Background: an optimization exercise with open tools, aiming at small area, a short achievable clock period and few clock cycles per item. Do not read the settings as production practice. The RTL was checked by simulation tests, not by an equivalence proof against the original design. Power figures rest on the tool's default switching activity, not on a simulated workload.

==> build 54 <==
==> flow/design.v (excerpt) <==
module soc_top #(
  parameter int MEM_WORDS = 64
) (
  input  logic        clock,
  input  logic        reset,
  input  logic        dmi_req_valid,
  output logic        dmi_req_ready,
  input  logic [6:0]  dmi_req_addr,
  input  logic [31:0] dmi_req_data,
  input  logic [1:0]  dmi_req_op,
  output logic        dmi_resp_valid,
  input  logic        dmi_resp_ready,
  output logic [31:0] dmi_resp_data,
  output logic [1:0]  dmi_resp_resp,
  input  logic [1:0]  ext_irq,
  output logic [15:0] led,
  output logic [1:0]  irq
);
==> module soc_top, before the edit <==
module soc_top #(
  parameter int MEM_WORDS = 64
) (
  input  logic        clock,
  input  logic        reset,
  input  logic        dmi_req_valid,
  output logic        dmi_req_ready,
  input  logic [6:0]  dmi_req_addr,
  input  logic [31:0] dmi_req_data,
  input  logic [1:0]  dmi_req_op,
  output logic        dmi_resp_valid,
  input  logic        dmi_resp_ready,
  output logic [31:0] dmi_resp_data,
  output logic [1:0]  dmi_resp_resp,
  input  logic [1:0]  ext_irq,
  output logic [15:0] led,
  output logic [1:0]  irq
);
  localparam int QD = 4;                 
  localparam int NP = 4;                 
  localparam int PW = MEM_WORDS / NP;    
  logic [1:0]            dmcontrol;
  logic [31:0]           led_reg;
  logic [1:0]            pending;
  logic [1:0]            enable;
  logic [1:0]            irq_q;      
  logic [MEM_WORDS-1:0][31:0] mem_q;
  logic                  x_valid;
  logic                  x_write;    
  logic                  x_ctl;      
  logic                  x_mem;      
  logic                  x_mmio;     
  logic                  x_unmap;    
  logic [1:0]            x_off;      
  logic [MEM_WORDS-1:0]  x_sel;      
  logic [31:0]           x_wdata;
  logic                  p_valid;
  logic [NP-1:0][31:0]   p_part;     
  logic                  p_rdmem;    
  logic [31:0]           p_other;    
  logic                  p_err;
  logic [31:0]           p_data;
  logic [QD-1:0]         q_valid;
  logic [31:0]           q_data [QD];
  logic                  q_err  [QD];
  logic                  ready_q;
  logic accept;
  logic is_access;
  logic ndm;
  assign ndm           = dmcontrol[1];
  assign dmi_req_ready = ready_q;
  assign accept        = dmi_req_valid && ready_q;
  assign is_access     = (dmi_req_op == 2'd1) || (dmi_req_op == 2'd2);
  always_ff @(posedge clock) begin
    x_write <= (dmi_req_op == 2'd2);
    x_ctl   <= is_access && (dmi_req_addr == 7'h10);
    x_mem   <= is_access && dmi_req_addr[6];
    x_mmio  <= is_access && (dmi_req_addr[6:2] == 5'b01000);
    x_unmap <= is_access && !dmi_req_addr[6] && (dmi_req_addr[6:2] != 5'b01000) &&
               (dmi_req_addr != 7'h10);
    x_off   <= dmi_req_addr[1:0];
    for (int i = 0; i < MEM_WORDS; i++) begin
      x_sel[i] <= accept && is_access && dmi_req_addr[6] && (dmi_req_addr[5:0] == 6'(i));
    end
    x_wdata <= dmi_req_data;
  end
  logic [NP-1:0][31:0] mem_rd;
  logic [31:0] mmio_rd;
  logic [31:0] new_data;
  logic        new_err;
  logic        mmio_wr;
  logic        mem_wr;
  always_comb begin
    mem_rd = '0;
    for (int i = 0; i < MEM_WORDS; i++) begin
      mem_rd[i / PW] = mem_rd[i / PW] | (mem_q[i] & {32{x_sel[i]}});
    end
  end
  always_comb begin
    case (x_off)
      2'd0:    mmio_rd = led_reg;
      2'd1:    mmio_rd = {30'b0, pending};
      2'd2:    mmio_rd = {30'b0, enable};
      default: mmio_rd = {30'b0, pending & enable};
    endcase
  end
  assign new_data = (mmio_rd & {32{x_mmio && !x_write && !ndm}}) |
                    ({30'b0, dmcontrol} & {32{x_ctl && !x_write}});
  assign new_err  = x_unmap || ((x_mem || x_mmio) && ndm);
  assign mem_wr   = x_write && !ndm;
  assign mmio_wr  = x_valid && x_mmio && x_write && !ndm;
  always_ff @(posedge clock) begin
    for (int i = 0; i < MEM_WORDS; i++) begin
      if (mem_wr && x_sel[i]) begin
        mem_q[i] <= x_wdata;
      end
    end
  end
  always_ff @(posedge clock) begin
    if (reset) begin
      dmcontrol <= 2'b00;
    end else if (x_valid && x_ctl && x_write) begin
      dmcontrol <= x_wdata[1:0];
    end
  end
  logic [1:0] pending_n, enable_n;
  assign pending_n = (pending & ~((mmio_wr && x_off == 2'd1) ? x_wdata[1:0] : 2'b00)) | ext_irq;
  assign enable_n  = (mmio_wr && x_off == 2'd2) ? x_wdata[1:0] : enable;
  always_ff @(posedge clock) begin
    if (reset || ndm) begin
      led_reg <= '0;
      pending <= '0;
      enable  <= '0;
      irq_q   <= '0;
    end else begin
      pending <= pending_n;
      enable  <= enable_n;
      irq_q   <= pending_n & enable_n;
      if (mmio_wr && x_off == 2'd0) begin
        led_reg <= x_wdata;
      end
    end
  end
  always_ff @(posedge clock) begin
    p_part  <= mem_rd;
    p_rdmem <= !x_write && !ndm;
    p_other <= new_data;
    p_err   <= new_err;
  end
  always_comb begin
    p_data = '0;
    for (int k = 0; k < NP; k++) p_data = p_data | p_part[k];
    p_data = (p_data & {32{p_rdmem}}) | p_other;
  end
  logic       take;
  logic [2:0] q_cnt, q_cnt_n;
  assign take = q_valid[0] && dmi_resp_ready;
  always_comb begin
    q_cnt = '0;
    for (int i = 0; i < QD; i++) q_cnt = q_cnt + 3'(q_valid[i]);
  end
  assign q_cnt_n = q_cnt - 3'(take) + 3'(p_valid);
  always_ff @(posedge clock) begin
    if (reset) begin
      x_valid <= 1'b0;
      p_valid <= 1'b0;
      ready_q <= 1'b1;
    end else begin
      x_valid <= accept;
      p_valid <= x_valid;
      ready_q <= (q_cnt_n + 3'(accept) + 3'(x_valid)) < 3'(QD);
    end
  end
  always_ff @(posedge clock) begin
    if (reset) begin
      q_valid <= '0;
    end else begin
      for (int i = 0; i < QD; i++) begin
        q_valid[i] <= (3'(i) < q_cnt_n);
      end
    end
  end
  always_ff @(posedge clock) begin
    for (int i = 0; i < QD; i++) begin
      if (take) begin
        if (p_valid && q_cnt == 3'(i + 1)) begin
          q_data[i] <= p_data;
          q_err[i]  <= p_err;
        end else if (i < QD - 1) begin
          q_data[i] <= q_data[(i < QD - 1) ? i + 1 : i];
          q_err[i]  <= q_err[(i < QD - 1) ? i + 1 : i];
        end
      end else if (p_valid && q_cnt == 3'(i)) begin
        q_data[i] <= p_data;
        q_err[i]  <= p_err;
      end
    end
  end
  assign dmi_resp_valid = q_valid[0];
  assign dmi_resp_data  = q_data[0];
  assign dmi_resp_resp  = {q_err[0], 1'b0};
  assign led            = led_reg[15:0];
  assign irq            = irq_q;
endmodule
clock: 5.0 ns
lec_check: 0
cap_margin: 20
core_margin: 2
core_utilization: 55
cts_cluster_diameter: 50
cts_cluster_size: 20
place_density: 0.68
setup_slack_margin: 2.5
slew_margin: 20
run.sh (not shown) runs the stock make flow with config.mk's settings and CLKGATE_MAP_FILE= SYNTH_SCRIPT=/design/flow/synth_recipe.tcl, a recipe that flattens the netlist after the stock synthesis.
==> inputs of build 67, as changes to build 54 <==
--- a/flow/design.v
+++ b/flow/design.v
@@ -66,2 +66,3 @@
   logic [MEM_WORDS-1:0]  x_sel;      
+  logic                  x_read;     
   logic [31:0]           x_wdata;
@@ -70,3 +71,2 @@
   logic                  p_rdmem;    
-  logic [31:0]           p_other;    
   logic                  p_err;
@@ -86,2 +86,3 @@
     x_write <= (dmi_req_op == 2'd2);
+    x_read  <= (dmi_req_op == 2'd1);
     x_ctl   <= is_access && (dmi_req_addr == 7'h10);
@@ -93,3 +94,3 @@
     for (int i = 0; i < MEM_WORDS; i++) begin
-      x_sel[i] <= accept && is_access && dmi_req_addr[6] && (dmi_req_addr[5:0] == 6'(i));
+      x_sel[i] <= accept && dmi_req_addr[6] && (dmi_req_addr[5:0] == 6'(i));
     end
@@ -155,5 +156,5 @@
   always_ff @(posedge clock) begin
-    p_part  <= mem_rd;
-    p_rdmem <= !x_write && !ndm;
-    p_other <= new_data;
+    p_part[0] <= (mem_rd[0] & {32{x_read && !ndm}}) | new_data;
+    for (int k = 1; k < NP; k++) p_part[k] <= mem_rd[k];
+    p_rdmem <= x_read && !ndm;
     p_err   <= new_err;
@@ -162,13 +163,29 @@
     p_data = '0;
-    for (int k = 0; k < NP; k++) p_data = p_data | p_part[k];
-    p_data = (p_data & {32{p_rdmem}}) | p_other;
-  end
-  logic       take;
-  logic [2:0] q_cnt, q_cnt_n;
-  assign take = q_valid[0] && dmi_resp_ready;
-  always_comb begin
-    q_cnt = '0;
-    for (int i = 0; i < QD; i++) q_cnt = q_cnt + 3'(q_valid[i]);
-  end
-  assign q_cnt_n = q_cnt - 3'(take) + 3'(p_valid);
+    for (int k = 1; k < NP; k++) p_data = p_data | p_part[k];
+    p_data = (p_data & {32{p_rdmem}}) | p_part[0];
+  end
+  logic          take;
+  logic [QD-1:0] q_valid_n;
+  logic [QD:0]   q_ext;      
+  logic [QD-1:0] q_at;       
+  assign take  = q_valid[0] && dmi_resp_ready;
+  assign q_ext = {q_valid, 1'b1};
+  always_comb begin
+    for (int i = 0; i < QD; i++) q_at[i] = q_ext[i] && !q_ext[i + 1];
+  end
+  always_comb begin
+    case ({p_valid, take})
+      2'b10:   q_valid_n = {q_valid[QD-2:0], 1'b1};
+      2'b01:   q_valid_n = {1'b0, q_valid[QD-1:1]};
+      default: q_valid_n = q_valid;
+    endcase
+  end
+  logic ready_n;
+  always_comb begin
+    case ({accept, x_valid})
+      2'b00:   ready_n = !q_valid_n[QD-1];
+      2'b11:   ready_n = !q_valid_n[QD-3];
+      default: ready_n = !q_valid_n[QD-2];
+    endcase
+  end
   always_ff @(posedge clock) begin
@@ -178,2 +195,3 @@
       ready_q <= 1'b1;
+      q_valid <= '0;
     end else begin
@@ -181,12 +199,4 @@
       p_valid <= x_valid;
-      ready_q <= (q_cnt_n + 3'(accept) + 3'(x_valid)) < 3'(QD);
-    end
-  end
-  always_ff @(posedge clock) begin
-    if (reset) begin
-      q_valid <= '0;
-    end else begin
-      for (int i = 0; i < QD; i++) begin
-        q_valid[i] <= (3'(i) < q_cnt_n);
-      end
+      ready_q <= ready_n;
+      q_valid <= q_valid_n;
     end
@@ -196,3 +206,3 @@
       if (take) begin
-        if (p_valid && q_cnt == 3'(i + 1)) begin
+        if (p_valid && q_at[(i < QD - 1) ? i + 1 : i] && i < QD - 1) begin
           q_data[i] <= p_data;
@@ -203,3 +213,3 @@
         end
-      end else if (p_valid && q_cnt == 3'(i)) begin
+      end else if (p_valid && q_at[i]) begin
         q_data[i] <= p_data;
Settings changed: CORE_UTILIZATION 55 to 40, CTS_CLUSTER_DIAMETER 50 to 60, CTS_CLUSTER_SIZE 20 to 24, PLACE_DENSITY 0.68 to 0.6.
==> inputs of trial 38, as changes to build 54 <==
--- a/flow/design.v
+++ b/flow/design.v
@@ -66,2 +66,4 @@
   logic [MEM_WORDS-1:0]  x_sel;      
+  logic [MEM_WORDS-1:0]  x_wsel;     
+  logic                  x_read;     
   logic [31:0]           x_wdata;
@@ -70,3 +72,2 @@
   logic                  p_rdmem;    
-  logic [31:0]           p_other;    
   logic                  p_err;
@@ -86,2 +87,3 @@
     x_write <= (dmi_req_op == 2'd2);
+    x_read  <= (dmi_req_op == 2'd1);
     x_ctl   <= is_access && (dmi_req_addr == 7'h10);
@@ -93,3 +95,5 @@
     for (int i = 0; i < MEM_WORDS; i++) begin
-      x_sel[i] <= accept && is_access && dmi_req_addr[6] && (dmi_req_addr[5:0] == 6'(i));
+      x_sel[i]  <= accept && dmi_req_addr[6] && (dmi_req_addr[5:0] == 6'(i));
+      x_wsel[i] <= accept && (dmi_req_op == 2'd2) && dmi_req_addr[6] &&
+                   (dmi_req_addr[5:0] == 6'(i));
     end
@@ -102,3 +106,2 @@
   logic        mmio_wr;
-  logic        mem_wr;
   always_comb begin
@@ -120,3 +123,2 @@
   assign new_err  = x_unmap || ((x_mem || x_mmio) && ndm);
-  assign mem_wr   = x_write && !ndm;
   assign mmio_wr  = x_valid && x_mmio && x_write && !ndm;
@@ -124,3 +126,3 @@
     for (int i = 0; i < MEM_WORDS; i++) begin
-      if (mem_wr && x_sel[i]) begin
+      if (!ndm && x_wsel[i]) begin
         mem_q[i] <= x_wdata;
@@ -155,5 +157,5 @@
   always_ff @(posedge clock) begin
-    p_part  <= mem_rd;
-    p_rdmem <= !x_write && !ndm;
-    p_other <= new_data;
+    p_part[0] <= (mem_rd[0] & {32{x_read && !ndm}}) | new_data;
+    for (int k = 1; k < NP; k++) p_part[k] <= mem_rd[k];
+    p_rdmem <= x_read && !ndm;
     p_err   <= new_err;
@@ -162,13 +164,29 @@
     p_data = '0;
-    for (int k = 0; k < NP; k++) p_data = p_data | p_part[k];
-    p_data = (p_data & {32{p_rdmem}}) | p_other;
-  end
-  logic       take;
-  logic [2:0] q_cnt, q_cnt_n;
-  assign take = q_valid[0] && dmi_resp_ready;
-  always_comb begin
-    q_cnt = '0;
-    for (int i = 0; i < QD; i++) q_cnt = q_cnt + 3'(q_valid[i]);
-  end
-  assign q_cnt_n = q_cnt - 3'(take) + 3'(p_valid);
+    for (int k = 1; k < NP; k++) p_data = p_data | p_part[k];
+    p_data = (p_data & {32{p_rdmem}}) | p_part[0];
+  end
+  logic          take;
+  logic [QD-1:0] q_valid_n;
+  logic [QD:0]   q_ext;      
+  logic [QD-1:0] q_at;       
+  assign take  = q_valid[0] && dmi_resp_ready;
+  assign q_ext = {q_valid, 1'b1};
+  always_comb begin
+    for (int i = 0; i < QD; i++) q_at[i] = q_ext[i] && !q_ext[i + 1];
+  end
+  always_comb begin
+    case ({p_valid, take})
+      2'b10:   q_valid_n = {q_valid[QD-2:0], 1'b1};
+      2'b01:   q_valid_n = {1'b0, q_valid[QD-1:1]};
+      default: q_valid_n = q_valid;
+    endcase
+  end
+  logic ready_n;
+  always_comb begin
+    case ({accept, x_valid})
+      2'b00:   ready_n = !q_valid_n[QD-1];
+      2'b11:   ready_n = !q_valid_n[QD-3];
+      default: ready_n = !q_valid_n[QD-2];
+    endcase
+  end
   always_ff @(posedge clock) begin
@@ -178,2 +196,3 @@
       ready_q <= 1'b1;
+      q_valid <= '0;
     end else begin
@@ -181,12 +200,4 @@
       p_valid <= x_valid;
-      ready_q <= (q_cnt_n + 3'(accept) + 3'(x_valid)) < 3'(QD);
-    end
-  end
-  always_ff @(posedge clock) begin
-    if (reset) begin
-      q_valid <= '0;
-    end else begin
-      for (int i = 0; i < QD; i++) begin
-        q_valid[i] <= (3'(i) < q_cnt_n);
-      end
+      ready_q <= ready_n;
+      q_valid <= q_valid_n;
     end
@@ -196,3 +207,3 @@
       if (take) begin
-        if (p_valid && q_cnt == 3'(i + 1)) begin
+        if (p_valid && q_at[(i < QD - 1) ? i + 1 : i] && i < QD - 1) begin
           q_data[i] <= p_data;
@@ -203,3 +214,3 @@
         end
-      end else if (p_valid && q_cnt == 3'(i)) begin
+      end else if (p_valid && q_at[i]) begin
         q_data[i] <= p_data;
Settings changed: CORE_UTILIZATION 55 to 40, PLACE_DENSITY 0.68 to 0.6.
==> inputs of trial 25, as changes to build 54 <==
--- a/flow/design.v
+++ b/flow/design.v
@@ -49,5 +49,3 @@
 );
-  localparam int QD = 4;                 
-  localparam int NP = 4;                 
-  localparam int PW = MEM_WORDS / NP;    
+  localparam int QD = 4;   
   logic [1:0]            dmcontrol;
@@ -68,7 +66,4 @@
   logic                  p_valid;
-  logic [NP-1:0][31:0]   p_part;     
-  logic                  p_rdmem;    
-  logic [31:0]           p_other;    
+  logic [31:0]           p_data;
   logic                  p_err;
-  logic [31:0]           p_data;
   logic [QD-1:0]         q_valid;
@@ -97,3 +92,3 @@
   end
-  logic [NP-1:0][31:0] mem_rd;
+  logic [31:0] mem_rd;
   logic [31:0] mmio_rd;
@@ -106,3 +101,3 @@
     for (int i = 0; i < MEM_WORDS; i++) begin
-      mem_rd[i / PW] = mem_rd[i / PW] | (mem_q[i] & {32{x_sel[i]}});
+      mem_rd = mem_rd | (mem_q[i] & {32{x_sel[i]}});
     end
@@ -117,3 +112,4 @@
   end
-  assign new_data = (mmio_rd & {32{x_mmio && !x_write && !ndm}}) |
+  assign new_data = (mem_rd & {32{!x_write && !ndm}}) |
+                    (mmio_rd & {32{x_mmio && !x_write && !ndm}}) |
                     ({30'b0, dmcontrol} & {32{x_ctl && !x_write}});
@@ -155,11 +151,4 @@
   always_ff @(posedge clock) begin
-    p_part  <= mem_rd;
-    p_rdmem <= !x_write && !ndm;
-    p_other <= new_data;
-    p_err   <= new_err;
-  end
-  always_comb begin
-    p_data = '0;
-    for (int k = 0; k < NP; k++) p_data = p_data | p_part[k];
-    p_data = (p_data & {32{p_rdmem}}) | p_other;
+    p_data <= new_data;
+    p_err  <= new_err;
   end
Settings changed: CORE_UTILIZATION 55 to 40, PLACE_DENSITY 0.68 to 0.6.
==> run summary <==
The lowest non-clock buffer count belongs to build 67, the highest to trial 25. Cell count: build 54 < build 67 < trial 25 < trial 38. Design area: build 67 is lower than build 54 (2.1%). Against trial 25, the clock power of build 67 is lower by about 10%. Area after synthesis is about the same in build 54 and trial 38. Die area, highest first: trial 38, build 67, trial 25, build 54.
Testbench counts of build 54, summed over its fixed seeds: cycles 4,120, items 4,096.
Testbench counts of build 67, summed over its fixed seeds: cycles 4,120, items 4,096.
Testbench counts of trial 38, summed over its fixed seeds: cycles 4,120, items 4,096.
Testbench counts of trial 25, summed over its fixed seeds: cycles 4,120, items 4,096.

==> static timing again, ports no longer ideal <==
How much do the figures lean on ideal ports? The routed layouts below were timed once more, with nothing changed but the port constraints. Step 1 sets driving cells, clkbuf_16 on the clock port and buf_2 on the other inputs (assumed; they add their load-dependent delay and slew). Step 2 also shifts input and output timing later by t, the mid clock arrival at the registers, as if the neighbouring blocks saw the same clock. a / b / c = ideal / step 1 / step 2; a / b = the first two.
run | shift t [ns] | setup WS [ns] | worst register clock-pin slew, ns | worst data-port slew with drivers (ns)
build 54 | 0.928 | 2.407 / 2.385 / 1.697 | 0.09 / 0.09 | 0.07
build 67 | 0.896 | 2.421 / 2.421 / 1.795 | 0.10 / 0.10 | 0.14
trial 38 | 0.954 | 2.267 / 2.174 / 1.718 | 0.08 / 0.08 | 0.20
trial 25 | 0.922 | 2.202 / 2.202 / 1.464 | 0.09 / 0.09 | 0.16
After both steps every run listed still meets setup and hold. For trial 25, which loses most, drivers alone change the setup slack by 0.000 ns; drivers and shift together by -0.738 ns.
